This design comes from an exercise in tuning for small area, a short achievable clock period and few clock cycles per item on the open sky130 flow, not from production work.
Only simulation tests tie the RTL to the original design; equivalence was not proved.
Power and IR drop assume default switching activity.

==> trial 28 <==
## top_of_book_order_fill_engine
module top_of_book_order_fill_engine (
    input  wire logic        i_clk,
    input  wire logic        i_rst_n,
    input  wire logic        i_ord_valid,
    output wire logic        o_ord_ready,
    input  wire logic [1:0]  i_ord_mode,
    input  wire logic [5:0]  i_ord_order_slot,
    input  wire logic [3:0]  i_ord_symbol,
    input  wire logic [31:0] i_ord_price,
    input  wire logic [31:0] i_ord_volume,
    input  wire logic        i_ord_is_buy,
    input  wire logic        i_ord_is_market,
    input  wire logic [31:0] i_ord_bid_px,
    input  wire logic [31:0] i_ord_ask_px,
    output wire logic        o_res_valid,
    input  wire logic        i_res_ready,
    output wire logic [5:0]  o_res_result_slot,
    output wire logic [2:0]  o_res_outcome,
    output wire logic [31:0] o_res_fill_qty,
    output wire logic [31:0] o_res_fill_px,
    output wire logic        o_res_last
);
==> flow/config.mk <==
export PLATFORM = sky130hd
export DESIGN_NAME = top_of_book_order_fill_engine
export DESIGN_NICKNAME = top_of_book_order_fill_engine
export VERILOG_FILES = /design/flow/design.v
export SDC_FILE = /design/flow/constraint.sdc
export NUM_CORES = 4
export LEC_CHECK = 0
export CAP_MARGIN = 20
export CELL_PAD_IN_SITES_DETAIL_PLACEMENT = 1
export CELL_PAD_IN_SITES_GLOBAL_PLACEMENT = 2
export CORE_MARGIN = 2
export CORE_UTILIZATION = 35
export PLACE_DENSITY = 0.5
export SETUP_SLACK_MARGIN = 4.2
export SLEW_MARGIN = 20
export SYNTH_HIERARCHICAL = 1
export SYNTH_MEMORY_MAX_BITS = 8192
==> flow/constraint.sdc <==
create_clock -name core_clock -period 8.0 [get_ports {i_clk}]
set_input_delay 1.6000 -clock core_clock [delete_from_list [all_inputs] [get_ports {i_clk}]]
set_output_delay 1.6000 -clock core_clock [all_outputs]
set_load 0.01 [all_outputs]
run.sh (not shown) runs the stock make flow with config.mk's settings and CLKGATE_MAP_FILE= SYNTH_SCRIPT=/design/flow/synth_recipe.tcl, a recipe that flattens the netlist after the stock synthesis.
==> inputs of build 92, as changes to trial 28 <==
--- a/flow/design.v
+++ b/flow/design.v
@@ -83,29 +83,27 @@
             e4[k] = g3[2*k+1] | (e3[2*k+1] & e3[2*k]);
         end
     end
     assign o_ge = g4[1] | (e4[1] & e4[0]);
 endmodule
 module tobfe_slot_match (
     input  wire logic [31:0] i_px,
-    input  wire logic [3:0]  i_sym,
     input  wire logic        i_buy,
     input  wire logic        i_mkt,
-    input  wire logic [3:0]  i_q_sym,
     input  wire logic [31:0] i_q_nask,
     input  wire logic [31:0] i_q_bid,
     output wire logic        o_match
 );
     logic ge;
     tobfe_ge u_ge (
         .i_x  (i_px),
         .i_ny (i_buy ? i_q_nask : i_q_bid),
         .o_ge (ge)
     );
-    assign o_match = !i_mkt && (i_sym == i_q_sym) && ge;
+    assign o_match = !i_mkt && ge;
 endmodule
 `default_nettype wire
 `default_nettype none
 module tobfe_pick (
     input  wire logic [63:0] i_x,
     output logic      [63:0] o_first,
     output logic      [63:0] o_rest,
@@ -227,75 +225,60 @@
     assign accept = i_ord_valid && free2;    
     assign adv2   = v2 && !r1_v && !more;
     assign free2  = !v2 || adv2;
     logic [31:0]   in_pt;        
     logic [31:0]   in_nbid;
     logic [31:0]   in_nask;
     logic          fwd1;
+    logic          fwd_px;
     logic [31:0]   in_qpx;
     logic          wr2;
     assign in_pt   = i_ord_is_buy ? i_ord_price : ~i_ord_price;
     assign in_nbid = ~i_ord_bid_px;
     assign in_nask = ~i_ord_ask_px;
     logic          byp_q;
     logic          in_qv;
     logic [31:0]   tab_qpx;
     logic          tab_cross, byp_cross;
     logic          in_fill;
     assign byp_q   = v2 && c2_mode == M_QUOTE && c2_sym == i_ord_symbol;
     assign tab_qpx = i_ord_is_buy ? q_ask[i_ord_symbol] : q_bid[i_ord_symbol];
     assign in_qpx  = byp_q ? (i_ord_is_buy ? c2_b : c2_a) : tab_qpx;
     assign in_qv   = byp_q || (q_live[i_ord_symbol] && !(v2 && c2_mode == M_CLEAR));
-    logic tab_buy, tab_sell, byp_buy, byp_sell;
-    tobfe_ge u_tab_buy (
-        .i_x  (i_ord_price),
-        .i_ny (~q_ask[i_ord_symbol]),
-        .o_ge (tab_buy)
+    tobfe_ge u_tab_ge (
+        .i_x  (in_pt),
+        .i_ny (i_ord_is_buy ? ~tab_qpx : tab_qpx),
+        .o_ge (tab_cross)
+    );
+    tobfe_ge u_byp_ge (
+        .i_x  (in_pt),
+        .i_ny (i_ord_is_buy ? ~c2_b : c2_a),
+        .o_ge (byp_cross)
     );
-    tobfe_ge u_tab_sell (
-        .i_x  (~i_ord_price),
-        .i_ny (q_bid[i_ord_symbol]),
-        .o_ge (tab_sell)
-    );
-    tobfe_ge u_byp_buy (
-        .i_x  (i_ord_price),
-        .i_ny (~c2_b),
-        .o_ge (byp_buy)
-    );
-    tobfe_ge u_byp_sell (
-        .i_x  (~i_ord_price),
-        .i_ny (c2_a),
-        .o_ge (byp_sell)
-    );
-    assign tab_cross = i_ord_is_buy ? tab_buy : tab_sell;
-    assign byp_cross = i_ord_is_buy ? byp_buy : byp_sell;
     assign in_fill = in_qv && (i_ord_is_market || (byp_q ? byp_cross : tab_cross));
     logic [NS-1:0] slot_m;
     for (genvar i = 0; i < NS; i++) begin : g_match
         tobfe_slot_match u_m (
             .i_px     (s_px[i]),
-            .i_sym    (s_sym[i]),
             .i_buy    (s_buy[i]),
             .i_mkt    (s_mkt[i]),
-            .i_q_sym  (i_ord_symbol),
             .i_q_nask (in_nask),
             .i_q_bid  (i_ord_bid_px),
             .o_match  (slot_m[i])
         );
     end
     tobfe_slot_match u_fwd (
         .i_px     (c2_a),
-        .i_sym    (c2_sym),
         .i_buy    (c2_buy),
         .i_mkt    (c2_mkt),
-        .i_q_sym  (i_ord_symbol),
         .i_q_nask (in_nask),
         .i_q_bid  (i_ord_bid_px),
-        .o_match  (fwd1)
+        .o_match  (fwd_px)
     );
+    assign fwd1 = fwd_px && (c2_sym == i_ord_symbol);
     always_ff @(posedge i_clk) begin
         if (free2) begin
             m1      <= slot_m;
             for (int i = 0; i < NS; i++) pw_mask[i] <= wr2 && c2_slot == 6'(i);
             pw_fwd  <= fwd1;
             qpx1    <= in_qpx;
             fill1   <= in_fill;
@@ -328,15 +311,15 @@
     logic          s2_cancel, s2_quote, s2_clear;
     assign s2_cancel = adv2 && c2_mode == M_CANCEL;
     assign s2_quote  = adv2 && c2_mode == M_QUOTE;
     assign s2_clear  = adv2 && c2_mode == M_CLEAR;
     assign wr2       = adv2 && c2_mode == M_ADD && !fill1;
     always_comb begin
         for (int i = 0; i < NS; i++) begin
-            mf2[i] = pw_mask[i] ? pw_fwd : (m1[i] & live[i]);
+            mf2[i] = pw_mask[i] ? pw_fwd : (m1[i] && live[i] && s_sym[i] == c2_sym);
         end
     end
     always_ff @(posedge i_clk) begin
         for (int i = 0; i < NS; i++) begin
             if (wr2 && c2_slot == 6'(i)) begin
                 s_px[i]  <= c2_a;
                 s_vol[i] <= c2_b;
Settings changed: SETUP_SLACK_MARGIN 4.2 to 4.0.
==> run notes <==
| quantity | trial 28 | build 92 |
|---|---|---|
| Run status | timing/DRC/antenna clean | timing/DRC/antenna clean |
| Power density over cell area | 227 mW/mm^2 | 226 mW/mm^2 |
| Clock-pin slew on the worst setup and hold paths | 0.07 ns | 0.06 ns |
| Worst reg2reg setup slack | 3.76 ns | 3.46 ns |
| End point of the critical path | fill1 | ready_q |
| Count of cells resized by post-cts repair | 479 | 280 |
| Half-perimeter wire length of the detailed placement result | 825000 um | 841000 um |
| Post-DP Area | 0.313 mm^2 | 0.318 mm^2 |
| Core Region | 0.842 mm^2 | 0.856 mm^2 |
| Initial Utilization | 35.1% | 35.1% |
| Minimum clock period | 4.51 ns | 4.54 ns |
| Number of gates on the worst path with buffers counted | 16 | 18 |
| Count of plain and timing-repair buffers | 1129 | 1156 |
| Met2 wirelength from detailed routing | 660000 um | 648000 um |
| Total GRT Usage | 32.0% | 31.1% |
| Vias per Instance | 6.31 | 6.18 |
| Average cell area after synthesis | 14.2 um^2 | 14.8 um^2 |
| Area share of the largest cell type after synthesis | 61.2% | 60.2% |
| Synth Area in XOR/XNOR | 0.305% | 0.881% |
| Register area share after synthesis | 62.3% | 61.3% |
Testbench counts of trial 28, summed over its fixed seeds: cycles 12,247, items 12,008.
Testbench counts of build 92, summed over its fixed seeds: cycles 12,247, items 12,008.

-- afterwards: timing with drivers on the ports --
The flow's constraints put no driver on any port. The routed layouts listed below were extracted and timed again, unchanged, in two steps.
Step 1: set_driving_cell puts a clkbuf_16 on i_clk and a buf_2 on each other input, an assumption about the parent block.
Step 2, shift: input delay + t, output delay - t, t = (earliest + latest rising clock arrival at the registers) / 2. This alone moves slack from input paths to output paths.
a / b / c = ideal / step 1 / step 2; a / b = the first two.
run	t (ns)	setup slack, ns	worst setup path after step 2
trial 28	1.307	3.491 / 3.558 / 2.251	input to register
build 92	1.303	3.459 / 3.459 / 2.375	input to register
After both steps setup and hold are still met in every run listed. The setup slack of trial 28, which loses most, moves by +0.067 ns with the drivers and by -1.240 ns with both steps.
